Background: an optimization exercise with open tools, aiming at small area, a short achievable clock period and few clock cycles. Do not read the settings as production practice.
RTL that was checked went through simulation tests only; none was proved equivalent to the original.
Only the layout flow was run in runs 7 and 8; the RTL was not checked for function there.

--- flow/run.sh ---
#!/bin/bash
# synth_recipe.tcl (not shown) runs the flow's synth.tcl, then flattens the netlist and writes it again
# the make line also repeats each setting of config.mk as NAME=value (left out here)
make -C /OpenROAD-flow-scripts/flow DESIGN_CONFIG=/design/flow/config.mk WORK_HOME=/design/flow/orfs CLKGATE_MAP_FILE= SYNTH_SCRIPT=/design/flow/synth_recipe.tcl finish
--- flow/config.mk ---
export PLATFORM = sky130hd
export DESIGN_NAME = bicubic_column
export DESIGN_NICKNAME = bicubic_column
export VERILOG_FILES = /design/flow/design.v
export SDC_FILE = /design/flow/constraint.sdc
export NUM_CORES = 4
export LEC_CHECK = 0
export ABC_AREA = 1
export ABC_CLOCK_PERIOD_IN_PS = 3500
export CAP_MARGIN = 20
export CORE_MARGIN = 2
export CORE_UTILIZATION = 40
export SETUP_SLACK_MARGIN = 5.0
export SLEW_MARGIN = 20
--- flow/constraint.sdc ---
create_clock -name core_clock -period 11.0 [get_ports {CLK}]
set_input_delay 2.2000 -clock core_clock [delete_from_list [all_inputs] [get_ports {CLK}]]
set_output_delay 2.2000 -clock core_clock [all_outputs]
set_load 0.01 [all_outputs]
--- flow/design.v ---
`default_nettype none
package scaler_pkg;
    localparam int IMG_W      = 100;
    localparam int ROW_W      = 7;    
    localparam int ADDR_W     = 14;
    localparam int TABLE_ROW  = 101;  
    localparam int RESULT_COL = 1;
    localparam int CREDITS    = 2;    
    localparam int DIV_CYCLES = 8;    
    localparam int SPAN_W     = 6;    
    typedef enum logic [1:0] {
        REQ_TABLE = 2'd0,
        REQ_WB    = 2'd1,
        REQ_FETCH = 2'd2
    } sram_req_t;
endpackage
`default_nettype wire
`default_nettype none
package cubic_pkg;
    localparam int PIX_W  = 8;
    localparam int FRAC_W = 8;    
    typedef logic [PIX_W-1:0]  pixel_t;
    typedef logic [FRAC_W-1:0] frac_t;
    localparam int COEF_W      = 12;   
    localparam int ACC_W       = 36;   
    localparam int ROUND_SHIFT = 25;   
endpackage
`default_nettype wire
`timescale 1ns/1ps
`default_nettype none
module frac_divider (
    input  wire       CLK,
    input  wire       load_i,
    input  wire [5:0] ld_x_i,
    input  wire [5:0] ld_d_i,
    input  wire [5:0] d_i,
    input  wire       step_i,
    output logic [7:0] quot_o,
    output logic [5:0] rem_o
);
    logic [7:0] t1, t2;    
    logic [5:0] r1;
    assign t1 = {1'b0, rem_o, 1'b0} - {2'b0, d_i};
    assign r1 = t1[7] ? {rem_o[4:0], 1'b0} : t1[5:0];
    assign t2 = {1'b0, r1, 1'b0} - {2'b0, d_i};
    always_ff @(posedge CLK) begin
        if (load_i) begin
            rem_o  <= (ld_x_i == ld_d_i) ? 6'd0 : ld_x_i;
            quot_o <= '0;
        end else if (step_i) begin
            rem_o  <= t2[7] ? {r1[4:0], 1'b0} : t2[5:0];
            quot_o <= {quot_o[5:0], !t1[7], !t2[7]};
        end
    end
endmodule
`default_nettype wire
`timescale 1ns/1ps
`default_nettype none
module cubic_engine (
    input  wire        CLK,
    input  wire        v_i,       
    input  wire        u1_i,      
    input  wire [7:0]  p0_i,
    input  wire [7:0]  p1_i,
    input  wire [7:0]  p2_i,
    input  wire [7:0]  p3_i,
    input  wire [7:0]  f_i,       
    input  wire [7:0]  d0_i,      
    output logic [7:0] res_o      
);
    logic signed [11:0] a, b, a_q, b_q;
    logic signed [9:0]  c, c_q;
    logic signed [26:0] h_q;    
    logic [7:0]         f_q;
    logic signed [19:0] h1;
    logic signed [34:0] u_add, u_out;    
    logic signed [34:0] u_mul;
    logic signed [9:0]  rnd;
    logic signed [8:0]  fi_s, fq_s;     
    logic signed [34:0] d_add;
    assign a  = 12'(p3_i) - 12'(p0_i) + 12'sd3 * (12'(p1_i) - 12'(p2_i));
    assign b  = 12'(p0_i) * 12'sd2 - 12'(p1_i) * 12'sd5 + 12'(p2_i) * 12'sd4 - 12'(p3_i);
    assign c  = 10'(p2_i) - 10'(p0_i);
    assign fi_s = {1'b0, f_i};
    assign fq_s = {1'b0, f_q};
    assign d_add = {2'd0, d0_i, 1'b1, 24'd0};
    assign h1 = a_q * fi_s + (20'(b_q) <<< 8);
    assign u_add = u1_i ? (35'(c_q) <<< 16) : d_add;
    assign u_mul = h_q * fq_s;
    assign u_out = u_mul + u_add;
    assign rnd   = u_out[34:25];
    always_ff @(posedge CLK) begin
        a_q <= a;
        b_q <= b;
        c_q <= c;
        if (v_i) begin
            h_q <= 27'(h1);
            f_q <= f_i;
        end else if (u1_i) begin
            h_q <= u_out[26:0];
        end
        if (rnd[9])                 res_o <= 8'd0;
        else if (rnd[8])            res_o <= 8'hff;
        else                        res_o <= rnd[7:0];
    end
endmodule
`default_nettype wire
`timescale 1ns/1ps
`default_nettype none
import scaler_pkg::*;
import cubic_pkg::*;
module bicubic_column (
    input  wire                           CLK,
    input  wire                           RST,
    input  wire [scaler_pkg::ROW_W-1:0]   v0_i,
    input  wire [scaler_pkg::ROW_W-1:0]   h0_i,
    input  wire [scaler_pkg::SPAN_W-1:0]  sh_i,
    input  wire [scaler_pkg::SPAN_W-1:0]  th_i,
    output logic [scaler_pkg::ADDR_W-1:0] rom_addr_o,
    input  wire cubic_pkg::pixel_t        rom_data_i,
    output logic                          sram_cen_o,
    output logic                          sram_wen_o,
    output logic [scaler_pkg::ADDR_W-1:0] sram_addr_o,
    output cubic_pkg::pixel_t             sram_wdata_o,
    input  wire cubic_pkg::pixel_t        sram_rdata_i,
    output logic                          done_o
);
    logic        w0;               
    logic [5:0]  dd_q;             
    logic [5:0]  sm1_q;            
    logic        w0_q;
    logic [7:0]  q_tab, q_row;     
    logic [5:0]  r_tab, r_row;     
    logic [2:0]  cnt_q;            
    logic        div_ok;
    logic        r0w_q;            
    logic [13:0] addr_q;           
    logic        rv_q;             
    logic [7:0]  win [4];          
    logic [7:0]  wn [4];           
    logic        fetch;
    logic        ph_q;             
    logic        issue;
    logic [5:0]  ji_q;             
    logic        last;             
    logic        all_in_q;
    logic [5:0]  r_q;              
    logic [7:0]  f_q;              
    logic [5:0]  g_q;              
    logic [7:0]  rs, gs;           
    logic        u1_q, u2_q, wv_q;
    logic        s1_q, s2_q;       
    logic        eng_done_q, rd_done_q, rdw;
    logic [5:0]  jw_q;             
    logic [7:0]  res;
    logic [5:0]  k_q;
    logic [7:0]  t_q;
    logic [5:0]  ta_q;
    logic        tab_done_q;
    logic [7:0]  ts;
    logic        tw;
    assign w0 = (sh_i == th_i);
    always_ff @(posedge CLK) begin
        if (RST) begin
            dd_q  <= th_i - 6'd1;
            sm1_q <= sh_i - 6'd1;
            w0_q  <= w0;
        end
    end
    frac_divider u_div_tab (
        .CLK(CLK), .load_i(RST), .ld_x_i(6'd1), .ld_d_i(th_i - 6'd1), .d_i(dd_q),
        .step_i(!div_ok), .quot_o(q_tab), .rem_o(r_tab)
    );
    frac_divider u_div_row (
        .CLK(CLK), .load_i(RST), .ld_x_i(sh_i - 6'd1), .ld_d_i(th_i - 6'd1), .d_i(dd_q),
        .step_i(!div_ok), .quot_o(q_row), .rem_o(r_row)
    );
    assign div_ok = cnt_q >= 3'd4;
    always_ff @(posedge CLK) begin
        if (RST)                cnt_q <= '0;
        else if (cnt_q != 3'd5) cnt_q <= cnt_q + 3'd1;
    end
    assign issue = ph_q && !all_in_q;
    assign last  = (ji_q + 6'd1 == dd_q);
    assign rs    = {2'b0, r_q} + {2'b0, sm1_q} - {2'b0, dd_q};
    assign gs    = {2'b0, g_q} + {2'b0, r_row} - {2'b0, dd_q};
    always_ff @(posedge CLK) begin
        if (RST) begin
            ph_q     <= 1'b0;
            ji_q     <= 6'd1;
            all_in_q <= (th_i == 6'd2);
            r_q      <= w0 ? 6'd0 : sh_i - 6'd1;
        end else begin
            ph_q <= (cnt_q == 3'd4) || (cnt_q == 3'd5 && !ph_q);
            if (issue) begin
                ji_q     <= ji_q + 6'd1;
                all_in_q <= last;
                r_q      <= rs[7] ? 6'(rs + {2'b0, dd_q}) : rs[5:0];
            end
        end
    end
    always_ff @(posedge CLK) begin
        if (cnt_q == 3'd4) begin
            f_q <= q_row;
            g_q <= r_row;
        end else if (issue) begin
            f_q <= f_q + q_row + {7'd0, !gs[7]};
            g_q <= gs[7] ? 6'(gs + {2'b0, dd_q}) : gs[5:0];
        end
    end
    assign fetch      = (cnt_q < 3'd4) || (issue && !rs[7] && !last);
    assign rom_addr_o = addr_q;
    always_ff @(posedge CLK) begin
        if (RST) begin
            addr_q <= 14'(v0_i) * 14'd100 + 14'(h0_i) - (w0 ? 14'd0 : 14'd100);
            rv_q   <= 1'b0;
        end else begin
            rv_q <= fetch;
            if (fetch) addr_q <= addr_q + 14'd100;
        end
        for (int i = 0; i < 4; i++) win[i] <= wn[i];
    end
    always_comb begin
        if (rv_q) begin
            wn[0] = win[1];
            wn[1] = win[2];
            wn[2] = win[3];
            wn[3] = rom_data_i;
        end else begin
            for (int i = 0; i < 4; i++) wn[i] = win[i];
        end
    end
    always_ff @(posedge CLK) begin
        if (RST) begin
            u1_q <= 1'b0;
            u2_q <= 1'b0;
            wv_q <= 1'b0;
        end else begin
            u1_q <= issue;
            u2_q <= u1_q;
            wv_q <= u2_q;
        end
        s1_q <= issue && fetch;
        s2_q <= s1_q;
    end
    cubic_engine u_eng (
        .CLK(CLK), .v_i(issue), .u1_i(u1_q),
        .p0_i(wn[0]), .p1_i(wn[1]), .p2_i(wn[2]), .p3_i(wn[3]), .f_i(f_q),
        .d0_i(s2_q ? win[0] : win[1]), .res_o(res)
    );
    assign rdw = all_in_q && !rd_done_q && cnt_q == 3'd5 && !wv_q && !r0w_q;
    assign tw  = !tab_done_q && div_ok && !wv_q && !r0w_q && !rdw;
    assign ts = {2'b0, ta_q} + {2'b0, r_tab} - {2'b0, dd_q};
    always_ff @(posedge CLK) begin
        if (RST) begin
            k_q        <= '0;
            t_q        <= '0;
            ta_q       <= '0;
            tab_done_q <= 1'b0;
        end else if (tw) begin
            k_q        <= k_q + 6'd1;
            t_q        <= t_q + q_tab + {7'd0, !ts[7]};
            ta_q       <= ts[7] ? 6'(ts + {2'b0, dd_q}) : ts[5:0];
            tab_done_q <= (k_q + 6'd1 == dd_q);
        end
    end
    assign sram_cen_o   = !(wv_q || r0w_q || rdw || tw);
    assign sram_wen_o   = sram_cen_o;
    assign sram_addr_o  = wv_q  ? {1'b0, jw_q, 7'd1} :
                          r0w_q ? 14'd1 :
                          rdw   ? {1'b0, dd_q, 7'd1} : {7'd101, 1'b0, k_q};
    assign sram_wdata_o = wv_q  ? res :
                          r0w_q ? (w0_q ? win[0] : win[1]) :
                          rdw   ? (dd_q == 6'd1 ? win[1] : win[2]) : t_q;
    always_ff @(posedge CLK) begin
        r0w_q <= !RST && (cnt_q == 3'd4);
        if (RST) begin
            jw_q       <= 6'd1;
            eng_done_q <= (th_i == 6'd2);
            rd_done_q  <= 1'b0;
        end else begin
            if (wv_q) begin
                jw_q <= jw_q + 6'd1;
                if (jw_q + 6'd1 == dd_q) eng_done_q <= 1'b1;
            end
            if (rdw) rd_done_q <= 1'b1;
        end
    end
    assign done_o = eng_done_q && rd_done_q && tab_done_q;
endmodule
`default_nettype wire
==> impl_metrics.yaml, run 1 <==
clocking:
  cts_root_buf: "clkbuf_16"
  clk-insertion-delay-late_ns: 0.58
  htree_levels: 1
  cts.sinks: 230
  clockBufferDepth: 3
  tritoncts: "yes"
  cts.clk_slew.worst_paths_ns: 0.07
  numCtsBuffers: 30
logic_synthesis:
  synthCells: 3908
  ys_seq_area_share_pct: 18.8
  synth_top_family_by_area: "adder cells"
  synthTopCellsByCount: "nand2_1 (973), inv_1 (911), fa_1 (331)"
  synth-seq-cells: 230
  synth_top_area_cell: "fa_1"
  synthSimpleGateAreaFrac_pct: 19.5
  ys_types: 58
  synth_warnings: 7
  synthMuxAreaShare_pct: 0
  synth_area_um2: 29600
  synth-compound-area-share_pct: 8.97
  syn_nets: 4584
  yosys.area_share.adder_pct: 35.1
  yosys_most_used_dff: "dfxtp_1"
  synth_top_area_share_pct: 22.4
  synth_edf_count: 96
  synth-xor-area-share_pct: 4.20
  synth_most_common_cell: "nand2_1"
  synthArstFlopShare_pct: 0
  synth_area_leaders: "fa_1 (22%), ha_1 (13%), nand2_1 (12%)"
  avgSynthCellArea_um2: 7.57
worst_setup_path:
  crit_required_ns: 11.29
  cp_slowest_cell: "edfxtp_1"
  worstSetupEndpointType: "flip-flop"
  crit_fanout: 16
  r2r_start: "u_eng.f_q[4]"
  crit_type: "flip-flop to flip-flop"
  slowest_delay_ns: 0.76
  cp-startpoint: "u_eng.f_q[4]"
  cp-start-kind: "flip-flop"
  critPathTopFamily: "adder cells"
  cp_cell_sequence: "buf_4 -> nand2_1 -> inv_1 -> fa_1 -> fa_1 -> fa_1 -> fa_1 -> inv_1 -> fa_1 -> inv_1 -> ha_1 -> nand2_1 -> inv_1 -> nand2_1 -> nand2_1 -> a21oi_1 -> nand2_1 -> or2_2 -> nand3_1 -> o21ai_1"
  cp.arrival_ns: 6.07
  crit_buf_inv: 5
detailed_routing:
  drt_drc_violations_left: 0
  viasPerCell: 4.89
  dr.pass1.iters: 6
  drtIter0Drc: 1505
  drtAntennaViolNets: 0
  via_count: 24000
  wl_per_cell_um: 15.1
  drt-total-wl_um: 74000
timing:
  slew-limit-headroom_pct: 29.1
  finalHoldViolations: 0
  fin_crit_ns: 5.78
  fin_tns_setup_ns: 0
  min_period_over_period_pct: 52.6
  clock_skew_ns: 0.0149
  holdWs_ns: 0.326
  setup-violations-final: 0
  grt_setup_unrepaired: "no"
  tightest_slew_ns: 1.06
  clock.fmax_ghz: 0.173
  final_max_slew_viol_count: 0
die:
  start_util_pct: 40.5
  die_x_um: 276
  io_pins: 83
  die_h_um: 276
  fp.coreArea_um2: 73100
  rows: 99
  die_area_um2: 76200
final_layout:
  seqCellArea_um2: 5570
  drive_above_1_share_pct: 3.49
  nFillCells: 7429
  fin_nets: 4605
  multi_input_area_um2: 20100
  area_delta_synth_final_pct: 9.38
  diodes: 0
min_path:
  min-delay-start: "s1_q"
  hp-class: "flip-flop to flip-flop"
place:
  dp_hpwl_um: 59300
  gp_congestion: 0.893
  port_buffers: 73
run_status:
  status: "timing/DRC/antenna clean"
global_routing:
  grt_max_degree: 65
  grt_use_total_pct: 19.7
  grt_pass1_vias: 23700
  grt_pass1_wl_um: 123000
  antenna_found_initial: 0
  overflow: 0
flow_run:
  drv_cap: 0
==> final cells by class <==
type                       instances  area share [%]
tap                              959            3.71
timing repair buffer             104            3.04
inverter                         922            10.7
clock buffer                      43            2.96
clock inverter                    12           0.352
multi-input combinational       2641            62.0
sequential                       230            17.2
==> timing repair <==
item                       in CTS  in global routing
setup buffers                   1                  8
setup endpoints to repair      12                 12
resized for setup               1                  5
pin swaps                       0                  1
hold buffers                    0                  0
==> logic make-up (layout without fill, tap and decap cells) <==
family / Yosys count / count (layout)
AND/OR/NAND/NOR: 1387 / 1387
buffers and inverters: 1037 / 1081
adder cells (fa/ha/maj): 632 / 632
AO/OA/AOI/OAI: 479 / 479
flip-flops: 230 / 230
XOR/XNOR: 142 / 142
other: 1 / 1
==> path summary, 6_finish.rpt <==
path                        end  slack, ns  depth (start not counted)
setup / recovery  u_eng.h_q[18]       5.22                         20
hold reg to reg            s2_q       0.33                          0
hold / removal             s2_q       0.33                          0
setup reg to reg  u_eng.h_q[18]       5.22                         20
==> sequential cells by signal, summed over array words and instances (netlist names), 9 cells and up <==
signal and count:
u_eng.a_q 12, u_eng.h_q 27, u_eng.b_q 12, u_eng.c_q 9, win 32, addr_q 14
==> placed cells by master, fill, tap and decap left out, types with 4 or more instances in the layout <==
cell type	synthesis	routed
a21oi_2	4	4
o211ai_1	11	11
nor3_1	16	14
buf_4	3	29
o2111ai_1	5	5
a31oi_1	13	13
clkbuf_16	0	36
clkbuf_1	70	4
clkdlybuf4s50_1	0	72
dfxtp_1	134	132
or2_2	8	8
o21a_1	4	4
a21oi_1	202	202
inv_2	7	7
a21o_1	10	10
nand3_1	143	142
nor2_1	157	156
xor2_1	90	90
xnor2_1	52	52
o21bai_1	13	13
nand2_2	6	6
nand3_2	8	9
fa_1	331	331
clkinv_1	2	4
edfxtp_1	96	96
nand4_1	48	48
ha_1	301	300
o211ai_2	4	4
nand2_1	973	973
nand3b_1	12	12
inv_1	911	911
o21ai_0	166	165
o22ai_1	21	21
o21ai_1	12	13
==> routing by layer <==
layer,wire length [um],vias to the layer above,track usage [%],part of all wire [%]
li1,-,12100,-,-
met5,0,-,0,0
met4,1290,0,4.26,1.7
met3,3640,76,2.37,4.9
met1,34400,11400,26.9,47
met2,34600,506,33.7,47
==> stage by stage <==
step | cells | util (%) | area (um^2) | setup slack, ns
floorplan | 3908 | - | 29600 | 5.46
finish | 4911 | 44.3 | 32400 | 5.22
detailed placement | 4847 | 42.7 | 31200 | 4.56
global placement | 4847 | 42.7 | 31200 | 4.60
CTS | 4903 | 44.2 | 32300 | 5.05
global route | 4911 | 44.3 | 32400 | 5.00
Testbench counts, summed over its fixed seeds: cycles 4,462.
==> inputs of run 2 (changes only) <==
--- a/flow/config.mk
+++ b/flow/config.mk
@@ -7,3 +7,2 @@
 export LEC_CHECK = 0
-export ABC_AREA = 1
 export ABC_CLOCK_PERIOD_IN_PS = 3500
==> run 2 against run 1 <==
Die area is 7.6% lower. Via count is 19% lower. Still clean on timing, DRC and antenna. Largest cell class unchanged. Critical endpoint is now u_eng.res_o[2]. Global-route usage is 1.4 points lower.
==> impl_metrics.yaml, run 2 <==
timing:
  fin_crit_ns: 5.86
  tightest_slew_ns: 1.00
  final_max_slew_viol_count: 0
  holdWs_ns: 0.329
  clock_skew_ns: 0.0203
  slew-limit-headroom_pct: 33.0
  grt_setup_unrepaired: "yes"
  min_period_over_period_pct: 53.3
  worst_slack_ns: 5.14
  finalHoldViolations: 0
  clock.fmax_ghz: 0.171
  fin_tns_setup_ns: 0
  setup-violations-final: 0
detailed_routing:
  wl_met3_um: 2810
  drtAntennaViolNets: 0
  drt-total-wl_um: 63000
  wl_met2_um: 29200
  drtIter0Drc: 930
  via_count: 19400
  wl_per_cell_um: 16.1
  dr.pass1.iters: 5
  dr.max_layer_used: "met4"
  met1_length_um: 29800
  viasPerCell: 4.97
  drt_drc_violations_left: 0
clocking:
  tritoncts: "yes"
  clk-insertion-delay-late_ns: 0.57
  cts_root_buf: "clkbuf_16"
  numCtsBuffers: 29
  cts.sinks: 230
  cts.clk_slew.worst_paths_ns: 0.06
  htree_levels: 1
  clockBufferDepth: 3
global_routing:
  antenna_found_initial: 0
  overflow: 0
  grt_use_total_pct: 18.3
  grt_pass1_wl_um: 104000
  grt_max_degree: 66
  grt_pass1_vias: 19700
logic_synthesis:
  synth_edf_count: 96
  synth-seq-cells: 230
  synthArstFlopShare_pct: 0
  synth_warnings: 7
  ys_types: 66
  synth_top_area_share_pct: 24.3
  synth_most_common_cell: "inv_1"
  yosys_most_used_dff: "dfxtp_1"
  synth_area_um2: 27300
  syn_nets: 3601
  ys_seq_area_share_pct: 20.4
  avgSynthCellArea_um2: 9.34
  synthTopCellsByCount: "inv_1 (495), fa_1 (331), ha_1 (301)"
  synth_area_leaders: "fa_1 (24%), ha_1 (14%), edfxtp_1 (11%)"
  synth_top_area_cell: "fa_1"
  synthCells: 2925
final_layout:
  mostFrequentLayoutCell: "inv_1"
  fin_util_pct: 45.5
  drive_above_1_share_pct: 6.56
  largest_reg_flops: 32
  area_delta_synth_final_pct: 12.3
  largestRegisters: "win x32, u_eng.h_q x27, addr_q x14"
  top_register: "win"
  layout_common_cells: "inv_1 (495), fa_1 (330), ha_1 (299)"
  fin_nets: 3688
worst_setup_path:
  cp_cell_sequence: "buf_4 -> and2_1 -> fa_1 -> fa_1 -> fa_1 -> fa_1 -> inv_1 -> fa_1 -> inv_1 -> ha_1 -> nand2_1 -> nor2_1 -> a221o_1 -> a2111oi_4 -> a21boi_2 -> o41ai_4 -> nand2_1 -> o211ai_4 -> o21a_1"
  crit_required_ns: 11.51
  cp-start-kind: "flip-flop"
  reg2reg_slack_ns: 5.14
  worstSetupEndpointType: "flip-flop"
  crit_fanout: 8
  r2r_start: "u_eng.h_q[15]"
  crit_type: "flip-flop to flip-flop"
  path_common_cell: "fa_1"
  cp.arrival_ns: 6.37
  slowest_delay_ns: 0.57
  r2r_cells: 19
  cp_slowest_cell: "fa_1"
  reg2reg_to: "u_eng.res_o[2]"
min_path:
  holdPathStages: 0
  hp-class: "flip-flop to flip-flop"
  min-delay-start: "s1_q"
  hold_path_end: "s2_q"
run_status:
  status: "timing/DRC/antenna clean"
die:
  io_pins: 83
  die_x_um: 265
  die_h_um: 265
  fp.coreArea_um2: 67400
  start_util_pct: 40.5
  rows: 95
  die_area_um2: 70400
place:
  dp_hpwl_um: 48900
  gp_congestion: 0.826
  port_buffers: 73
  pre_cts_slack_ns: 4.47
flow_run:
  drv_cap: 0
[run 2: changes by cell type after synthesis, moves of 56 or more]
cell | before | now
nand2_1 | 973 | 278
inv_1 | 911 | 495
and2_1 | 3 | 180
nand3_1 | 143 | 22
xnor2_1 | 52 | 145
o21ai_0 | 166 | 77
mux2i_1 | 0 | 60
a21oi_1 | 202 | 146
[run 2: worst max path at each step]
stage	from	to	slack (ns)	depth (start not counted)
finish	u_eng.h_q[15]	u_eng.res_o[2]	5.14	19
global route	u_eng.h_q[19]	u_eng.res_o[1]	4.95	19
CTS	f_q[5]	u_eng.h_q[19]	5.03	18
detailed placement	rom_data_i[0]	u_eng.a_q[11]	4.47	18
global placement	u_eng.f_q[2]	u_eng.res_o[2]	4.48	20
floorplan	u_eng.f_q[0]	u_eng.res_o[0]	5.33	21
[run 2: kinds of logic after synthesis]
logic type                 after synthesis  synth area share, %
AOI/OAI and AO/OA                      416                 9.65
xor gates and xnor gates               216                 6.93
adders and majority gates              632                 38.1
buffers and inverters                  581                 8.03
DFF                                    230                 20.4
muxes                                  102                 3.94
other                                    1               0.0137
and+or+nand+nor                        747                 13.0
[run 2: per-stage QoR]
step | area (um^2) | cells
2_1_floorplan | 27300 | 2925
3_3_place_gp | 28900 | 3803
3_5_place_dp | 29000 | 3804
4_1_cts | 30400 | 3892
5_1_grt | 30700 | 3908
6_report | 30700 | 3909
[run 2: final cells by class]
cell class | count | area (um^2)
clock buffers | 40 | 893
multi-input cells | 2114 | 19700
diodes | 1 | 2.50
fillers | 6484 | 36700
well taps | 873 | 1090
flip-flops and latches | 230 | 5570
repair buffers | 142 | 1440
inverters | 495 | 1860
clock inverters | 14 | 125
[run 2: metal layers]
layer / track usage [%] / vias to the layer above
met1: 25.7 / 9418
met3: 2.24 / 69
met5: 0 / -
met4: 3.76 / 0
li1: - / 9579
met2: 30.4 / 345
[run 2: worst max-delay path, delay by kind of cell, from the launching register on]
family	cells	cell delay, ns
buffers and inverters	3	0.29
flip-flops	1	0.48
adder cells (fa/ha/maj)	6	2.81
AO/OA/AOI/OAI	6	1.78
AND/OR/NAND/NOR	4	0.46
[run 2: what timing repair did]
| action | CTS | global route |
|---|---|---|
| pin swaps | 0 | 13 |
| gates cloned | 0 | 1 |
| buffers inserted | 34 | 15 |
| setup endpoints to repair | 18 | 21 |
| gates resized for setup | 5 | 31 |
| hold buffers | 0 | 0 |
==> inputs of run 3 (changes only) <==
--- a/flow/config.mk
+++ b/flow/config.mk
@@ -10,3 +10,3 @@
 export CORE_MARGIN = 2
-export CORE_UTILIZATION = 40
+export CORE_UTILIZATION = 65
 export SETUP_SLACK_MARGIN = 5.0
==> run 3 against run 2 <==
Final cell count fell by 8.3%. Maximum frequency up 1.3%. Critical path depth is 2 higher. Clock skew down 0.0060 ns. Via count increased by 2.7%. Critical path type unchanged.
==> impl_metrics.yaml, run 3 <==
worst_setup_path:
  cp-start-kind: "flip-flop"
  cp_slowest_cell: "fa_1"
  crit_required_ns: 11.45
  crit_fanout: 8
  crit_buf_inv: 6
  crit_type: "flip-flop to flip-flop"
  worstSetupEndpointType: "flip-flop"
  path_common_cell: "fa_1"
  cp.arrival_ns: 6.23
  slowest_delay_ns: 0.54
  critPathTopFamily: "adder cells"
  cp_cell_sequence: "buf_12 -> buf_4 -> nand2_1 -> fa_1 -> inv_1 -> fa_1 -> fa_2 -> fa_1 -> inv_1 -> fa_1 -> inv_1 -> ha_4 -> a21oi_4 -> o21ai_0 -> a221o_1 -> a2111oi_4 -> a21boi_2 -> o41ai_4 -> buf_4 -> o211ai_4 -> o21a_1"
place:
  port_buffers: 73
  gp_congestion: 0.915
  dp_hpwl_um: 47600
detailed_routing:
  drtAntennaViolNets: 0
  drt_drc_violations_left: 0
  drtIter0Drc: 867
  via_count: 19900
  viasPerCell: 5.57
  wl_per_cell_um: 17.2
  dr.pass1.iters: 5
  drt-total-wl_um: 61600
logic_synthesis:
  yosys_most_used_dff: "dfxtp_1"
  ys_types: 66
  synth_area_leaders: "fa_1 (24%), ha_1 (14%), edfxtp_1 (11%)"
  synthArstFlopShare_pct: 0
  synth_edf_count: 96
  synth-seq-cells: 230
  ys_seq_area_share_pct: 20.4
  synth_top_area_cell: "fa_1"
  synth_warnings: 7
  avgSynthCellArea_um2: 9.34
  synth_most_common_cell: "inv_1"
  synthCells: 2925
  synth_top_area_share_pct: 24.3
  synthTopCellsByCount: "inv_1 (495), fa_1 (331), ha_1 (301)"
  syn_nets: 3601
  synth_area_um2: 27300
die:
  die_x_um: 209
  rows: 75
  start_util_pct: 65.6
  fp.coreArea_um2: 41700
  io_pins: 83
  die_h_um: 209
  die_area_um2: 43700
global_routing:
  grt_pass1_wl_um: 103000
  grt_max_degree: 81
  grt_pass1_vias: 21100
  overflow: 0
  antenna_found_initial: 0
  grt_use_total_pct: 29.1
timing:
  min_period_over_period_pct: 52.6
  slew-limit-headroom_pct: 38.2
  setup-violations-final: 0
  finalHoldViolations: 0
  final_max_slew_viol_count: 0
  fin_tns_setup_ns: 0
  fin_crit_ns: 5.78
  clock.fmax_ghz: 0.173
  grt_setup_unrepaired: "yes"
  clock_skew_ns: 0.0144
  tightest_slew_ns: 0.926
final_layout:
  drive_above_1_share_pct: 6.60
  area_delta_synth_final_pct: 10.5
  layout_common_cells: "inv_1 (495), fa_1 (329), ha_1 (298)"
  diodes: 0
  fin_nets: 3698
  fin_util_pct: 72.5
  largestRegisters: "win x32, u_eng.h_q x27, addr_q x14"
  top_register: "win"
  mostFrequentLayoutCell: "inv_1"
  largest_reg_flops: 32
flow_run:
  drv_cap: 0
clocking:
  cts.clk_slew.worst_paths_ns: 0.06
  numCtsBuffers: 28
  htree_levels: 1
  cts.sinks: 230
  cts_root_buf: "clkbuf_16"
  cts.hold.buffers_added: 0
  clockBufferDepth: 3
  clk-insertion-delay-late_ns: 0.57
  tritoncts: "yes"
run_status:
  status: "timing/DRC/antenna clean"
min_path:
  hp-class: "flip-flop to flip-flop"
==> run 3: cell count changes in the layout (fill, tap and decap cells not counted), moves of 4 or more <==
| cell | before | now |
|---|---|---|
| buf_6 | 5 | 9 |
| clkinv_1 | 0 | 5 |
| inv_6 | 5 | 0 |
| buf_12 | 11 | 4 |
| buf_4 | 51 | 67 |
| clkbuf_16 | 34 | 29 |
==> run 3: timing repair <==
item / CTS / global route
gates resized for setup: 3 / 33
setup buffers: 30 / 32
setup endpoints to repair: 17 / 23
endpoints found under the hold margin: 0 / 0
pin swaps: 0 / 10
==> run 3: cells by family after synthesis <==
logic type | synth area share (%)
xor+xnor | 6.93
other cells | 0.0137
flops | 20.4
buf+inv | 8.03
compound gates | 9.65
mux | 3.94
simple gates | 13.0
fa+ha+maj | 38.1
==> run 3: final timing paths <==
| kind | startpoint | to | slack (ns) | cells past startpoint |
|---|---|---|---|---|
| worst max-delay path | u_eng.f_q[2] | u_eng.res_o[7] | 5.22 | 21 |
| worst min-delay path | s1_q | s2_q | 0.34 | 0 |
| worst max register to register | u_eng.f_q[2] | u_eng.res_o[7] | 5.22 | 21 |
| worst min register to register | s1_q | s2_q | 0.34 | 0 |
==> run 3: area by class of cell <==
type,instances,area [um^2]
timing repair buffer,153,1410
clock buffer,37,806
inverter,495,1860
fill,3192,11500
sequential,230,5570
clock inverter,15,156
multi-input combinational,2114,19700
tap,539,674
==> run 3: per-stage QoR <==
stage	area, um^2	cells	worst slack (ns)	hold WS (ns)
6_report	30200	3583	5.22	0.344
5_1_grt	30200	3583	4.94	0.342
3_5_place_dp	28500	3469	4.28	0.329
2_1_floorplan	27300	2925	5.33	0.310
3_3_place_gp	28500	3469	4.41	0.330
4_1_cts	29800	3551	5.00	0.345
==> run 3: layer usage <==
metal	track usage [%]	vias to the layer above	routed length, um	part of all wire (%)
li1	-	9599	-	-
met1	37.5	9811	26300	43
met2	51.7	420	30900	50
met3	2.87	113	2370	3.8
met4	9.61	0	2070	3.4
met5	0	-	0	0
==> inputs of run 4 (changes only) <==
--- a/flow/config.mk
+++ b/flow/config.mk
@@ -11,2 +11,3 @@
 export CORE_UTILIZATION = 65
+export CTS_BUF_LIST = sky130_fd_sc_hd__clkbuf_4
 export SETUP_SLACK_MARGIN = 5.0
==> run 4 against run 3 <==
Still clean on timing, DRC and antenna. Die area did not move. Core utilization fell by 0.26 points. Synthesized area did not move. Sequential share of layout area rose by 0.066 points. Non-clock buffer count did not move. Via count rose by 0.52%. Global-route usage rose by 0.14 points. Worst setup slack barely moved. Wire length fell by 0.39%.
==> impl_metrics.yaml, run 4 <==
logic_synthesis:
  synth_edf_count: 96
  synth_top_area_cell: "fa_1"
  ys_types: 66
  yosys_most_used_dff: "dfxtp_1"
  synth_area_leaders: "fa_1 (24%), ha_1 (14%), edfxtp_1 (11%)"
  synth_most_common_cell: "inv_1"
  synthTopCellsByCount: "inv_1 (495), fa_1 (331), ha_1 (301)"
  synth_warnings: 7
  ys_seq_area_share_pct: 20.4
  syn_nets: 3601
  synthArstFlopShare_pct: 0
  synth_top_area_share_pct: 24.3
  synthCells: 2925
  synth-seq-cells: 230
  avgSynthCellArea_um2: 9.34
  synth_area_um2: 27300
timing:
  clock.fmax_ghz: 0.173
  final_max_slew_viol_count: 0
  clock_skew_ns: 0.0614
  setup-violations-final: 0
  tightest_slew_ns: 0.924
  fin_crit_ns: 5.78
  fin_tns_setup_ns: 0
  grt_setup_unrepaired: "no"
  finalHoldViolations: 0
  min_period_over_period_pct: 52.6
  slew-limit-headroom_pct: 38.4
die:
  rows: 75
  die_h_um: 209
  start_util_pct: 65.6
  io_pins: 83
  fp.coreArea_um2: 41700
  die_area_um2: 43700
  die_x_um: 209
place:
  dp_hpwl_um: 47600
  dp.cells: 3469
  port_buffers: 73
  gp_congestion: 0.915
final_layout:
  largest_reg_flops: 32
  largestRegisters: "win x32, u_eng.h_q x27, addr_q x14"
  drive_above_1_share_pct: 8.36
  top_register: "win"
  area_delta_synth_final_pct: 10.2
  mostFrequentLayoutCell: "inv_1"
  layout_common_cells: "inv_1 (495), fa_1 (330), ha_1 (298)"
  fin_nets: 3736
  fin_cells: 3650
clocking:
  cts.clk_slew.worst_paths_ns: 0.07
  cts.hold.buffers_added: 0
  numCtsBuffers: 66
  htree_levels: 3
  clockBufferDepth: 3
  cts.sinks: 230
  tritoncts: "yes"
  cts_root_buf: "clkbuf_4"
  clk-insertion-delay-late_ns: 0.77
worst_setup_path:
  cp_slowest_cell: "clkdlybuf4s50_1"
  crit_fanout: 15
  slowest_delay_ns: 0.62
  r2r_cells: 21
  worstSetupEndpointType: "output pin"
  cp-start-kind: "flip-flop"
  crit_type: "flip-flop to output pin"
  critPathTopFamily: "buffers and inverters"
  cp_cell_sequence: "buf_4 -> nor4_1 -> nand3_2 -> mux2i_1 -> a21oi_1 -> o21ai_0 -> o21ai_1 -> clkdlybuf4s50_1"
  cp.arrival_ns: 3.58
  crit_required_ns: 8.80
  crit_buf_inv: 2
  crit_cells: 8
min_path:
  hp-class: "flip-flop to flip-flop"
  holdPathStages: 0
global_routing:
  grt_pass1_vias: 21300
  grt_pass1_wl_um: 103000
  overflow: 0
  antenna_found_initial: 1
  grt_use_total_pct: 29.3
  grt_max_degree: 81
detailed_routing:
  dr.pass1.iters: 5
  viasPerCell: 5.49
  drt-total-wl_um: 61400
  drtAntennaViolNets: 0
  drtIter0Drc: 967
  drt_drc_violations_left: 0
  wl_per_cell_um: 16.8
  via_count: 20000
run_status:
  status: "timing/DRC/antenna clean"
flow_run:
  drv_cap: 0
## run 4: cell counts after synthesis
No cell type changed its count.
## run 4: metrics by stage
| stage | hold WS (ns) | cell area [um^2] | util [%] | setup slack [ns] |
|---|---|---|---|---|
| 2_1_floorplan | 0.310 | 27300 | - | 5.33 |
| 3_3_place_gp | 0.330 | 28500 | 68.4 | 4.41 |
| 3_5_place_dp | 0.329 | 28500 | 68.4 | 4.28 |
| 4_1_cts | 0.337 | 29700 | 71.4 | 5.01 |
| 5_1_grt | 0.340 | 30100 | 72.2 | 4.96 |
| 6_report | 0.336 | 30100 | 72.2 | 5.22 |
## run 4: logic make-up (layout without fill, tap and decap cells)
group	count (synthesis)	in the layout	synth area share, %
AO/OA/AOI/OAI	416	416	9.65
XOR/XNOR	216	216	6.93
adder cells (fa/ha/maj)	632	632	38.1
buffers and inverters	581	765	8.03
flip-flops	230	230	20.4
multiplexers	102	102	3.94
other	1	3	0.0137
AND/OR/NAND/NOR	747	747	13.0
## run 4: repair_timing
action	in CTS	in global routing
setup endpoints to repair	18	21
gates resized for setup	3	23
pin swaps	0	9
buffers inserted	36	26
## run 4: path summary, 6_finish.rpt
check                                   from              end  slack (ns)
worst max-delay path                 dd_q[1]  sram_wdata_o[7]        5.22
worst min-delay path                    s1_q             s2_q        0.34
worst max register to register  u_eng.f_q[2]   u_eng.res_o[7]        5.22
worst min register to register          s1_q             s2_q        0.34
## run 4: worst reg2reg max path, stage by stage (launching register included)
cell and delay, ns:
edfxtp_1 0.43, buf_12 0.15, buf_4 0.16, nand2_1 0.08
fa_1 0.50, inv_1 0.05, fa_1 0.46, fa_1 0.50
fa_1 0.50, inv_1 0.05, fa_1 0.47, inv_1 0.06
ha_4 0.24, a21oi_4 0.14, o21ai_0 0.11, a221o_1 0.40
a2111oi_4 0.41, a21boi_2 0.14, o41ai_4 0.37, buf_4 0.18
o211ai_4 0.12, o21a_1 0.16
## run 4: area by class of cell
| cell class | instances | area (um^2) |
|---|---|---|
| diodes | 2 | 5.00 |
| fillers | 3217 | 11600 |
| flip-flops and latches | 230 | 5570 |
| multi-input cells | 2114 | 19700 |
| inverters | 495 | 1860 |
| well taps | 539 | 674 |
| repair buffers | 153 | 1410 |
| clock inverters | 16 | 130 |
| clock buffers | 101 | 758 |
## run 4: layer usage
metal  vias up  global-route usage, %  wire length (um)
li1       9720                      -                 -
met1      9805                   37.0             26300
met2       407                   50.6             30500
met3       114                   4.12              2410
met4         0                   12.1              2090
met5         -                      0                 0
==> inputs of run 5 (changes only) <==
--- a/flow/config.mk
+++ b/flow/config.mk
@@ -10,3 +10,3 @@
 export CORE_MARGIN = 2
-export CORE_UTILIZATION = 65
+export CORE_UTILIZATION = 80
 export CTS_BUF_LIST = sky130_fd_sc_hd__clkbuf_4
==> run 5 against run 4 <==
Still clean. Sequential cell count did not move. Via count rose by 8.6%. Die area fell by 18%. Critical path depth rose by 13. Maximum frequency fell by 3.7%. Count of clock-buffer cells in the layout fell by 9. Final cell count fell by 3.0%. Critical endpoint is now u_eng.res_o[3].
==> impl_metrics.yaml, run 5 <==
place:
  port_buffers: 73
  dp_hpwl_um: 50700
  dp.cells: 3376
  place_area_um2: 28400
  gp_congestion: 0.911
final_layout:
  multi_input_area_um2: 19700
  final_area_um2: 29800
  layout_common_cells: "inv_1 (495), fa_1 (328), ha_1 (299)"
  drive_above_1_share_pct: 7.87
  top_register: "win"
  nFillCells: 1643
  fin_nets: 3718
  largest_reg_flops: 32
  mostFrequentLayoutCell: "inv_1"
  fin_cells: 3539
  seqCellArea_um2: 5570
  area_delta_synth_final_pct: 9.13
  largestRegisters: "win x32, u_eng.h_q x27, addr_q x14"
logic_synthesis:
  avgSynthCellArea_um2: 9.34
  synthTopCellsByCount: "inv_1 (495), fa_1 (331), ha_1 (301)"
  synth_top_area_share_pct: 24.3
  synthArstFlopShare_pct: 0
  synth-compound-area-share_pct: 9.65
  synth_top_area_cell: "fa_1"
  synth_most_common_cell: "inv_1"
  syn_nets: 3601
  ys_seq_area_share_pct: 20.4
  yosys.area_share.adder_pct: 38.1
  synth_top_family_by_area: "adder cells"
  synth_edf_count: 96
  yosys_most_used_dff: "dfxtp_1"
  synth-xor-area-share_pct: 6.93
  synth_area_um2: 27300
  ys_types: 66
  synth-seq-cells: 230
  synthMuxAreaShare_pct: 3.94
  synthSimpleGateAreaFrac_pct: 13.0
  synth_warnings: 7
  synth_area_leaders: "fa_1 (24%), ha_1 (14%), edfxtp_1 (11%)"
  synthCells: 2925
detailed_routing:
  dr.pass1.iters: 8
  drtIter0Drc: 1982
  via_count: 21800
  viasPerCell: 6.15
  drt_drc_violations_left: 0
  drtAntennaViolNets: 0
  drt-total-wl_um: 70900
  wl_per_cell_um: 20.0
worst_setup_path:
  crit_required_ns: 11.65
  cp_cell_sequence: "nand2_1 -> fa_1 -> inv_1 -> fa_1 -> ha_1 -> inv_1 -> fa_1 -> inv_1 -> ha_1 -> ha_1 -> fa_1 -> a21o_1 -> a221oi_4 -> nand4b_1 -> a31oi_4 -> o31ai_4 -> a21oi_1 -> a21oi_1 -> xor2_2 -> buf_4 -> o21a_1"
  critPathTopFamily: "adder cells"
  crit_fanout: 8
  r2r_start: "u_eng.h_q[4]"
  slowest_delay_ns: 0.56
  cp-startpoint: "u_eng.h_q[4]"
  cp-start-kind: "flip-flop"
  reg2reg_slack_ns: 5.00
  crit_cells: 21
  worstSetupEndpointType: "flip-flop"
  cp_slowest_cell: "edfxtp_1"
  crit_buf_inv: 4
  r2r_cells: 21
  reg2reg_to: "u_eng.res_o[3]"
  path_common_cell: "fa_1"
  crit_type: "flip-flop to flip-flop"
  cp.arrival_ns: 6.65
global_routing:
  overflow: 0
  grt_use_total_pct: 39.3
  grt_pass1_wl_um: 112000
  antenna_found_initial: 2
  grt_max_degree: 80
  grt_pass1_vias: 23300
timing:
  setup-violations-final: 0
  tightest_slew_ns: 1.02
  finalHoldViolations: 0
  clock.fmax_ghz: 0.167
  final_max_slew_viol_count: 0
  clock_skew_ns: 0.0839
  grt_setup_unrepaired: "no"
  fin_tns_setup_ns: 0
  min_period_over_period_pct: 54.6
  fin_crit_ns: 6.00
  slew-limit-headroom_pct: 32.1
  holdWs_ns: 0.341
min_path:
  min-delay-start: "s1_q"
  hold_path_end: "s2_q"
  holdPathStages: 0
  hp-class: "flip-flop to flip-flop"
flow_run:
  drv_cap: 0
clocking:
  numCtsBuffers: 60
  cts.clk_slew.worst_paths_ns: 0.08
  htree_levels: 2
  tritoncts: "yes"
  cts_root_buf: "clkbuf_4"
  clk-insertion-delay-late_ns: 0.77
  cts.sinks: 230
  clockBufferDepth: 3
die:
  die_area_um2: 35600
  start_util_pct: 81.2
  fp.coreArea_um2: 33600
  die_x_um: 189
  io_pins: 83
  die_h_um: 189
  rows: 67
run_status:
  status: "timing/DRC/antenna clean"
==> run 5: timing repair <==
action	CTS	global route
buffers inserted	16	36
pin swaps	0	12
hold buffers	0	0
gates resized for setup	1	26
setup endpoints to repair	16	17
cloned	0	0
==> run 5: logic make-up (layout without fill, tap and decap cells) <==
logic type                 count (synthesis)  after routing
DFF                                      230            230
muxes                                    102            102
xor gates and xnor gates                 216            216
AOI/OAI and AO/OA                        416            416
and+or+nand+nor                          747            747
adders and majority gates                632            632
other                                      1              3
buffers and inverters                    581            745
==> run 5: how the worst max path moves through the flow <==
| stage | end |
|---|---|
| final | u_eng.res_o[3] |
| after global routing | u_eng.res_o[3] |
| after CTS | u_eng.res_o[3] |
| after detailed placement | u_eng.res_o[3] |
| after global placement | u_eng.res_o[2] |
| after floorplan | u_eng.res_o[0] |
==> run 5: cell type report <==
class,count,area share [%]
repair buffers,141,4.52
multi-input cells,2114,66.0
inverters,495,6.23
clock buffers,92,2.32
flip-flops and latches,230,18.7
well taps,448,1.88
clock inverters,17,0.353
diodes,2,0.0168
==> run 5: layer usage <==
| layer | part of all wire (%) | track usage (%) | vias up |
|---|---|---|---|
| li1 | - | - | 9679 |
| met1 | 35 | 44.9 | 10400 |
| met2 | 50 | 71.6 | 1229 |
| met3 | 7.4 | 5.31 | 425 |
| met4 | 6.6 | 20.9 | 0 |
| met5 | 0 | 0 | - |
==> run 5: through the flow <==
stage                     setup WS, ns  util (%)
final                             5.00      88.7
after global routing              4.85      88.7
after CTS                         5.01      87.4
after detailed placement          4.38      84.4
after global placement            4.59      84.4
after floorplan                   5.33         -
==> inputs of run 6 (changes only) <==
--- a/flow/config.mk
+++ b/flow/config.mk
@@ -10,4 +10,4 @@
 export CORE_MARGIN = 2
-export CORE_UTILIZATION = 80
-export CTS_BUF_LIST = sky130_fd_sc_hd__clkbuf_4
+export CORE_UTILIZATION = 65
+export CTS_BUF_LIST = sky130_fd_sc_hd__clkbuf_8
 export SETUP_SLACK_MARGIN = 5.0
==> run 6 against run 5 <==
Synthesized cell count stayed put. Worst hold slack got worse by 0.0023 ns. Count of clock-buffer cells in the layout is 43 lower. Critical path depth down 2. Maximum frequency up 3.6%. Die area increased by 23%. Global-route usage is 10 points lower. Largest cell class unchanged.
==> impl_metrics.yaml, run 6 <==
worst_setup_path:
  crit_type: "flip-flop to flip-flop"
  crit_fanout: 11
  cp-start-kind: "flip-flop"
  crit_end: "u_eng.res_o[7]"
  cp.arrival_ns: 6.26
  reg2reg_to: "u_eng.res_o[7]"
  crit_required_ns: 11.46
  cp-startpoint: "u_eng.f_q[4]"
  r2r_start: "u_eng.f_q[4]"
  r2r_cells: 19
  reg2reg_slack_ns: 5.21
  worstSetupEndpointType: "flip-flop"
logic_synthesis:
  synth_area_leaders: "fa_1 (24%), ha_1 (14%), edfxtp_1 (11%)"
  synth_area_um2: 27300
  synth_top_area_cell: "fa_1"
  syn_nets: 3601
  synthArstFlopShare_pct: 0
  synthCells: 2925
  ys_seq_area_share_pct: 20.4
  ys_types: 66
  yosys_most_used_dff: "dfxtp_1"
  synth_most_common_cell: "inv_1"
  synth-seq-cells: 230
  synthTopCellsByCount: "inv_1 (495), fa_1 (331), ha_1 (301)"
  synth_warnings: 7
  synth_edf_count: 96
  synth_top_area_share_pct: 24.3
  avgSynthCellArea_um2: 9.34
die:
  rows: 75
  die_area_um2: 43700
  start_util_pct: 65.6
  die_x_um: 209
  io_pins: 83
  fp.coreArea_um2: 41700
  die_h_um: 209
final_layout:
  layout_common_cells: "inv_1 (506), fa_1 (329), ha_1 (298)"
  nFillCells: 3198
  area_delta_synth_final_pct: 10.2
  fin_nets: 3705
  diodes: 0
  drive_above_1_share_pct: 6.80
  largestRegisters: "win x32, u_eng.h_q x27, addr_q x14"
  largest_reg_flops: 32
  fin_cells: 3600
  final_area_um2: 30100
  mostFrequentLayoutCell: "inv_1"
  top_register: "win"
timing:
  finalHoldViolations: 0
  slew-limit-headroom_pct: 38.5
  grt_setup_unrepaired: "yes"
  min_period_over_period_pct: 52.7
  setup-violations-final: 0
  final_max_slew_viol_count: 0
  fin_tns_setup_ns: 0
  fin_crit_ns: 5.79
  clock.fmax_ghz: 0.173
  clock_skew_ns: 0.0248
  tightest_slew_ns: 0.922
global_routing:
  overflow: 0
  grt_use_total_pct: 29.2
  use_met1_pct: 37.5
  antenna_found_initial: 0
  grt_max_degree: 81
  use_met2_pct: 51.4
  grt-busiest-layer: "met2"
  grt_pass1_vias: 21200
  grt_use_met3_pct: 3.38
  grt_pass1_wl_um: 104000
clocking:
  clk-insertion-delay-late_ns: 0.59
  clockBufferDepth: 3
  cts.hold.buffers_added: 0
  cts.clk_slew.worst_paths_ns: 0.07
  htree_levels: 2
  numCtsBuffers: 43
  cts_root_buf: "clkbuf_8"
  tritoncts: "yes"
  cts.sinks: 230
place:
  port_buffers: 73
  dp_hpwl_um: 47600
  place_area_um2: 28500
  dp.cells: 3469
  gp_congestion: 0.915
detailed_routing:
  drtAntennaViolNets: 0
  wl_per_cell_um: 17.1
  via_count: 19900
  viasPerCell: 5.54
  dr.pass1.iters: 5
  drt_drc_violations_left: 0
  drt-total-wl_um: 61700
  drtIter0Drc: 931
min_path:
  holdPathStages: 0
  hp-class: "flip-flop to flip-flop"
run_status:
  status: "timing/DRC/antenna clean"
flow_run:
  drv_cap: 0
run 6: cell counts after synthesis:
Identical to the previous run, type by type.
run 6: worst min-delay path by stage:
stage | slack [ns] | endpoint | from
after floorplan | 0.31 | s2_q | s1_q
after global placement | 0.33 | s2_q | s1_q
after detailed placement | 0.33 | s2_q | s1_q
after CTS | 0.34 | s2_q | s1_q
after global routing | 0.34 | s2_q | s1_q
final | 0.34 | s2_q | s1_q
run 6: kinds of logic after synthesis:
logic type               count (synthesis)  synth area share [%]
AND/OR/NAND/NOR                        747                  13.0
adder cells (fa/ha/maj)                632                  38.1
buffers and inverters                  581                  8.03
AO/OA/AOI/OAI                          416                  9.65
flip-flops                             230                  20.4
XOR/XNOR                               216                  6.93
multiplexers                           102                  3.94
other                                    1                0.0137
run 6: final cells by class:
| cell class | instances | area, um^2 | area share [%] |
|---|---|---|---|
| Clock inverter | 28 | 262 | 0.869 |
| Sequential cell | 230 | 5570 | 18.5 |
| Timing Repair Buffer | 145 | 1360 | 4.53 |
| Multi-Input combinational cell | 2114 | 19700 | 65.5 |
| Clock buffer | 49 | 674 | 2.24 |
| Tap cell | 539 | 674 | 2.24 |
| Inverter | 495 | 1860 | 6.17 |
run 6: routing by layer:
layer	routed length (um)	part of all wire, %
met1	26300	43
met2	31100	50
met3	2370	3.8
met4	1890	3.1
met5	0	0
run 6: metrics by stage:
stage	hold WS [ns]	util (%)	worst slack (ns)
global placement	0.330	68.4	4.41
floorplan	0.310	-	5.33
global route	0.342	72.2	4.94
CTS	0.342	71.3	5.00
detailed placement	0.329	68.4	4.28
finish	0.339	72.2	5.21
run 6: critical path, cell delays in order, from the launching register on:
cell	delay [ns]
edfxtp_1	0.45
buf_12	0.18
and2_1	0.17
fa_1	0.48
fa_1	0.53
fa_1	0.50
fa_1	0.50
inv_1	0.05
fa_1	0.47
inv_1	0.06
ha_4	0.24
a21oi_4	0.14
o21ai_0	0.11
a221o_1	0.41
a2111oi_4	0.41
a21boi_2	0.14
o41ai_4	0.37
buf_4	0.18
o211ai_4	0.12
o21a_1	0.16
run 6: repair_timing:
action | in CTS | in global routing
gates resized for setup | 2 | 30
endpoints found under the setup margin | 18 | 23
setup buffers | 27 | 27
pin swaps | 0 | 9
==> inputs of run 7 (changes only) <==
--- a/flow/design.v
+++ b/flow/design.v
@@ -65,8 +65,8 @@
     input  wire [7:0]  p2_i,
-    input  wire [7:0]  p3_i,
+    input  wire [7:0]  p3_i,      
     input  wire [7:0]  f_i,       
     input  wire [7:0]  d0_i,      
-    output logic [7:0] res_o      
+    output logic signed [9:0] rnd_o   
 );
-    logic signed [11:0] a, b, a_q, b_q;
+    logic signed [11:0] a, b, a_q, b_q, a_rest, b_rest;
     logic signed [9:0]  c, c_q;
@@ -80,4 +80,6 @@
     logic signed [34:0] d_add;
-    assign a  = 12'(p3_i) - 12'(p0_i) + 12'sd3 * (12'(p1_i) - 12'(p2_i));
-    assign b  = 12'(p0_i) * 12'sd2 - 12'(p1_i) * 12'sd5 + 12'(p2_i) * 12'sd4 - 12'(p3_i);
+    assign a_rest = 12'sd3 * (12'(p1_i) - 12'(p2_i)) - 12'(p0_i);
+    assign b_rest = 12'(p0_i) * 12'sd2 - 12'(p1_i) * 12'sd5 + 12'(p2_i) * 12'sd4;
+    assign a      = a_rest + 12'(p3_i);
+    assign b      = b_rest - 12'(p3_i);
     assign c  = 10'(p2_i) - 10'(p0_i);
@@ -101,5 +103,3 @@
         end
-        if (rnd[9])                 res_o <= 8'd0;
-        else if (rnd[8])            res_o <= 8'hff;
-        else                        res_o <= rnd[7:0];
+        rnd_o <= rnd;
     end
@@ -155,2 +155,3 @@
     logic [7:0]  res;
+    logic signed [9:0] rnd;
     logic [5:0]  k_q;
@@ -248,4 +249,5 @@
         .p0_i(wn[0]), .p1_i(wn[1]), .p2_i(wn[2]), .p3_i(wn[3]), .f_i(f_q),
-        .d0_i(s2_q ? win[0] : win[1]), .res_o(res)
+        .d0_i(s2_q ? win[0] : win[1]), .rnd_o(rnd)
     );
+    assign res = rnd[9] ? 8'd0 : rnd[8] ? 8'hff : rnd[7:0];
     assign rdw = all_in_q && !rd_done_q && cnt_q == 3'd5 && !wv_q && !r0w_q;
--- a/flow/config.mk
+++ b/flow/config.mk
@@ -11,3 +11,3 @@
 export CORE_UTILIZATION = 65
-export CTS_BUF_LIST = sky130_fd_sc_hd__clkbuf_8
+export CTS_BUF_LIST = sky130_fd_sc_hd__clkbuf_4
 export SETUP_SLACK_MARGIN = 5.0
==> run 7 against run 6 <==
Maximum frequency fell by 0.41%. Highest routed layer unchanged. Sequential share of layout area rose by 0.25 points. Still clean. Critical path type is now flip-flop to output pin. Largest cell class unchanged. Wire length rose by 0.67%.
==> impl_metrics.yaml, run 7 <==
run_status:
  status: "timing/DRC/antenna clean"
worst_setup_path:
  cp_slowest_cell: "clkdlybuf4s50_1"
  crit_fanout: 27
  slowest_delay_ns: 0.52
  crit_buf_inv: 2
  crit_required_ns: 8.80
  cp_cell_sequence: "buf_4 -> nor4b_1 -> nand3_2 -> mux2_2 -> a222oi_1 -> mux2i_1 -> clkdlybuf4s50_1"
  cp-startpoint: "dd_q[0]"
  r2r_cells: 20
  cp.arrival_ns: 3.62
  reg2reg_slack_ns: 5.25
  critPathTopFamily: "buffers and inverters"
  cp-start-kind: "flip-flop"
  crit_type: "flip-flop to output pin"
  reg2reg_to: "u_eng.h_q[23]"
  crit_cells: 7
  r2r_start: "u_eng.f_q[2]"
  worstSetupEndpointType: "output pin"
  crit_end: "sram_wdata_o[1]"
clocking:
  cts.sinks: 232
  numCtsBuffers: 68
  tritoncts: "yes"
  clk-insertion-delay-late_ns: 0.75
  clockBufferDepth: 3
  cts.clk_slew.worst_paths_ns: 0.06
  cts.hold.buffers_added: 0
  htree_levels: 3
  cts_root_buf: "clkbuf_4"
logic_synthesis:
  ys_types: 70
  synthCells: 2902
  ys_seq_area_share_pct: 20.6
  synth_warnings: 7
  synth_area_um2: 27200
  synth_edf_count: 96
  syn_nets: 3580
  synthTopCellsByCount: "inv_1 (482), fa_1 (336), ha_1 (298)"
  avgSynthCellArea_um2: 9.39
  synth_area_leaders: "fa_1 (25%), ha_1 (14%), edfxtp_1 (11%)"
  synth_top_area_share_pct: 24.7
  synth-seq-cells: 232
  yosys_most_used_dff: "dfxtp_1"
  synthArstFlopShare_pct: 0
  synth_most_common_cell: "inv_1"
  synth_top_area_cell: "fa_1"
die:
  die_area_um2: 43600
  die_x_um: 209
  fp.coreArea_um2: 41700
  rows: 75
  start_util_pct: 65.4
  die_h_um: 209
  io_pins: 83
global_routing:
  grt_pass1_wl_um: 106000
  grt_max_degree: 57
  antenna_found_initial: 1
  overflow: 0
  grt_use_total_pct: 30.1
  grt_pass1_vias: 21800
timing:
  setup-violations-final: 0
  tightest_slew_ns: 1.05
  min_period_over_period_pct: 52.9
  fin_tns_setup_ns: 0
  slew-limit-headroom_pct: 29.7
  clock.fmax_ghz: 0.172
  finalHoldViolations: 0
  grt_setup_unrepaired: "yes"
  final_max_slew_viol_count: 0
  clock_skew_ns: 0.0465
  fin_crit_ns: 5.82
final_layout:
  mostFrequentLayoutCell: "inv_1"
  area_delta_synth_final_pct: 9.76
  largestRegisters: "win x32, u_eng.h_q x27, addr_q x14"
  seqCellArea_um2: 5610
  fin_util_pct: 71.8
  multi_input_area_um2: 19500
  fin_cells: 3625
  drive_above_1_share_pct: 7.78
  nFillCells: 3304
  top_register: "win"
  layout_common_cells: "inv_1 (482), fa_1 (336), ha_1 (298)"
  fin_nets: 3711
  largest_reg_flops: 32
detailed_routing:
  wl_per_cell_um: 17.1
  via_count: 20100
  viasPerCell: 5.55
  drtAntennaViolNets: 0
  drtIter0Drc: 1108
  drt-total-wl_um: 62100
  dr.pass1.iters: 6
  drt_drc_violations_left: 0
place:
  gp_congestion: 0.872
  port_buffers: 73
  dp_hpwl_um: 47600
  dp.cells: 3449
flow_run:
  drv_cap: 0
min_path:
  hp-class: "flip-flop to flip-flop"
run 7: logic make-up after synthesis:
family	Yosys count	synth area share, %
buffers and inverters	568	7.87
AO/OA/AOI/OAI	416	9.65
multiplexers	95	3.64
other	1	0.0138
XOR/XNOR	211	6.83
flip-flops	232	20.6
adder cells (fa/ha/maj)	634	38.4
AND/OR/NAND/NOR	745	13.1
run 7: worst reg2reg max path: cells and delay by family (launching register included):
family,cells,cell delay [ns]
buffers and inverters,4,0.54
adder cells (fa/ha/maj),6,2.50
AND/OR/NAND/NOR,2,0.49
AO/OA/AOI/OAI,7,1.42
XOR/XNOR,1,0.16
flip-flops,1,0.35
run 7: layout make-up:
type                            count  area share, %
Sequential cell                   232           18.7
Tap cell                          539           2.26
Timing Repair Buffer              144           4.53
Clock inverter                     18          0.418
Clock buffer                      104           2.61
Multi-Input combinational cell   2102           65.3
Antenna cell                        1        0.00837
Inverter                          485           6.09
run 7: through the flow:
stage               setup slack, ns  hold slack [ns]  cell area [um^2]
floorplan                      5.35            0.310             27200
global placement               4.54            0.314             28500
detailed placement             4.39            0.318             28500
CTS                            5.05            0.338             29700
global route                   4.97            0.343             29900
finish                         5.18            0.324             29900
run 7: repair_timing:
action | 4_1_cts | 5_1_grt
buffers inserted | 40 | 13
gates resized for setup | 2 | 9
pin swaps | 0 | 4
endpoints found under the setup margin | 19 | 14
cloned | 0 | 0
run 7: how the worst min path moves through the flow:
stage / startpoint / end / slack, ns / cells past startpoint
2_1_floorplan: s1_q / s2_q / 0.31 / 0
3_3_place_gp: s1_q / s2_q / 0.31 / 0
3_5_place_dp: s1_q / s2_q / 0.32 / 0
4_1_cts: s1_q / s2_q / 0.34 / 0
5_1_grt: s1_q / s2_q / 0.34 / 0
6_report: s1_q / s2_q / 0.32 / 0
run 7: layer usage:
layer  track usage [%]  share of wire (%)  vias to the layer above
li1                  -                  -                     9670
met4              10.1                2.7                        0
met5                 0                  0                        -
met1              37.6                 42                     9892
met3              3.32                4.1                      111
met2              54.4                 51                      461
==> inputs of run 8 (changes only) <==
--- a/flow/config.mk
+++ b/flow/config.mk
@@ -7,3 +7,2 @@
 export LEC_CHECK = 0
-export ABC_CLOCK_PERIOD_IN_PS = 3500
 export CAP_MARGIN = 20
==> run 8 against run 7 <==
Largest cell class unchanged. Critical path depth did not move. Core utilization did not move. Die area did not move. Synthesized cell count did not move. Sequential cell count did not move. Highest routed layer unchanged. Clock skew did not move. Critical path type unchanged. Still clean. Global-route usage did not move.
==> impl_metrics.yaml, run 8 <==
logic_synthesis:
  synth_most_common_cell: "inv_1"
  yosys_most_used_dff: "dfxtp_1"
  synth_area_leaders: "fa_1 (25%), ha_1 (14%), edfxtp_1 (11%)"
  synthArstFlopShare_pct: 0
  synthCells: 2902
  avgSynthCellArea_um2: 9.39
  synth_warnings: 7
  ys_seq_area_share_pct: 20.6
  synthTopCellsByCount: "inv_1 (482), fa_1 (336), ha_1 (298)"
  synth_top_area_share_pct: 24.7
  synth_area_um2: 27200
  ys_types: 70
  synth_edf_count: 96
detailed_routing:
  dr.pass1.iters: 6
  via_count: 20100
  drtAntennaViolNets: 0
  viasPerCell: 5.55
clocking:
  tritoncts: "yes"
  numCtsBuffers: 68
  htree_levels: 3
  cts.sinks: 232
  clockBufferDepth: 3
  cts_root_buf: "clkbuf_4"
worst_setup_path:
  cp_slowest_cell: "clkdlybuf4s50_1"
  r2r_start: "u_eng.f_q[2]"
  crit_required_ns: 8.80
  crit_fanout: 27
  slowest_delay_ns: 0.52
  crit_buf_inv: 2
  crit_type: "flip-flop to output pin"
  cp-start-kind: "flip-flop"
  critPathTopFamily: "buffers and inverters"
timing:
  tightest_slew_ns: 1.05
  holdWs_ns: 0.324
  finalHoldViolations: 0
  setup-violations-final: 0
  worst_slack_ns: 5.18
  fin_crit_ns: 5.82
  slew-limit-headroom_pct: 29.7
  grt_setup_unrepaired: "yes"
  final_max_slew_viol_count: 0
  fin_tns_setup_ns: 0
  clock_skew_ns: 0.0465
  clock.fmax_ghz: 0.172
  min_period_over_period_pct: 52.9
final_layout:
  mostFrequentLayoutCell: "inv_1"
  largestRegisters: "win x32, u_eng.h_q x27, addr_q x14"
  fin_cells: 3625
  drive_above_1_share_pct: 7.78
  area_delta_synth_final_pct: 9.76
  largest_reg_flops: 32
die:
  io_pins: 83
  start_util_pct: 65.4
  die_x_um: 209
  rows: 75
  die_area_um2: 43600
  fp.coreArea_um2: 41700
  die_h_um: 209
global_routing:
  grt_pass1_vias: 21800
  overflow: 0
  grt_use_total_pct: 30.1
  grt_max_degree: 57
  grt_pass1_wl_um: 106000
place:
  dp_hpwl_um: 47600
  dp.cells: 3449
  pre_cts_slack_ns: 4.39
min_path:
  hp-class: "flip-flop to flip-flop"
run_status:
  status: "timing/DRC/antenna clean"
-- run 8: cell counts after synthesis --
No cell type changed its count.
-- run 8: worst reg2reg max path, stage by stage, from the launching register on --
cell	delay, ns
edfxtp_1	0.35
buf_4	0.17
buf_4	0.14
buf_6	0.18
nand2_1	0.09
fa_1	0.50
inv_1	0.05
fa_1	0.49
fa_1	0.57
fa_1	0.43
ha_1	0.29
ha_1	0.22
a211oi_1	0.33
o211ai_1	0.22
a31oi_2	0.33
o31ai_2	0.12
or4_1	0.40
o311ai_0	0.16
o21ai_1	0.17
xnor2_1	0.16
o21ai_1	0.09
-- run 8: worst paths after layout --
check                     to  slack (ns)  depth (start not counted)
max          sram_wdata_o[1]        5.18                          7
min                     s2_q        0.32                          0
max reg2reg    u_eng.h_q[23]        5.25                         20
min reg2reg             s2_q        0.32                          0
-- run 8: final cells by class --
| cell class | instances | area, um^2 |
|---|---|---|
| Multi-Input combinational cell | 2102 | 19500 |
| Fill cell | 3304 | 11800 |
| Sequential cell | 232 | 5610 |
| Inverter | 485 | 1820 |
| Timing Repair Buffer | 144 | 1350 |
| Clock buffer | 104 | 781 |
| Tap cell | 539 | 674 |
| Clock inverter | 18 | 125 |
| Antenna cell | 1 | 2.50 |
-- run 8: through the flow --
stage	utilization, %	area (um^2)
2_1_floorplan	-	27200
3_3_place_gp	68.3	28500
3_5_place_dp	68.3	28500
4_1_cts	71.4	29700
5_1_grt	71.8	29900
6_report	71.8	29900
-- run 8: routing by layer --
metal  wire, um  global-route usage [%]
met4       1680                    10.1
met1      26000                    37.6
met2      31900                    54.4
met3       2540                    3.32
met5          0                       0
-- run 8: cells by family (layout without fill, tap and decap cells) --
group                    Yosys count  count (layout)  synth area share [%]
flip-flops                       232             232                  20.6
AO/OA/AOI/OAI                    416             416                  9.65
XOR/XNOR                         211             211                  6.83
adder cells (fa/ha/maj)          634             634                  38.4
AND/OR/NAND/NOR                  745             745                  13.1
multiplexers                      95              95                  3.64
buffers and inverters            568             751                  7.87
other                              1               2                0.0138
-- run 8: what timing repair did --
item / 4_1_cts / 5_1_grt
hold buffers: 0 / 0
setup buffers: 40 / 13
endpoints found under the setup margin: 19 / 14
gates resized for setup: 2 / 9
pin swaps: 0 / 4

-- separate check: timing with driven ports --
In the flow no input, the clock included, has a driving cell. The finished layouts below were timed again as built, in two steps. Step 1, drivers: a clkbuf_16 drives CLK and a buf_2 each remaining input, both assumed. Step 2, shift: input delay + t, output delay - t, t = (earliest + latest rising clock arrival at the registers) / 2. This alone moves slack from input paths to output paths. Three values: ideal, step 1, step 2; two values: the first two.
run	shift t [ns]	slack for setup (ns)	slew at the worst register clock pin (ns)	pins driven straight from the clock port
run 1	0.638	5.217 / 5.217 / 4.731	0.07 / 0.07	1
run 2	0.617	5.142 / 5.142 / 4.589	0.06 / 0.06	1
run 3	0.616	5.219 / 5.166 / 4.643	0.06 / 0.06	1
run 4	0.786	5.219 / 5.173 / 4.536	0.07 / 0.07	1
run 5	0.781	4.997 / 4.997 / 4.521	0.08 / 0.08	1
run 6	0.627	5.206 / 5.175 / 4.605	0.07 / 0.07	1
run 7	0.776	5.183 / 5.129 / 4.665	0.09 / 0.09	1
run 8	0.776	5.183 / 5.129 / 4.665	0.09 / 0.09	1
After both steps setup and hold are still met in every run listed. The setup slack of run 4, which loses most, moves by -0.046 ns with the drivers and by -0.683 ns with both steps.
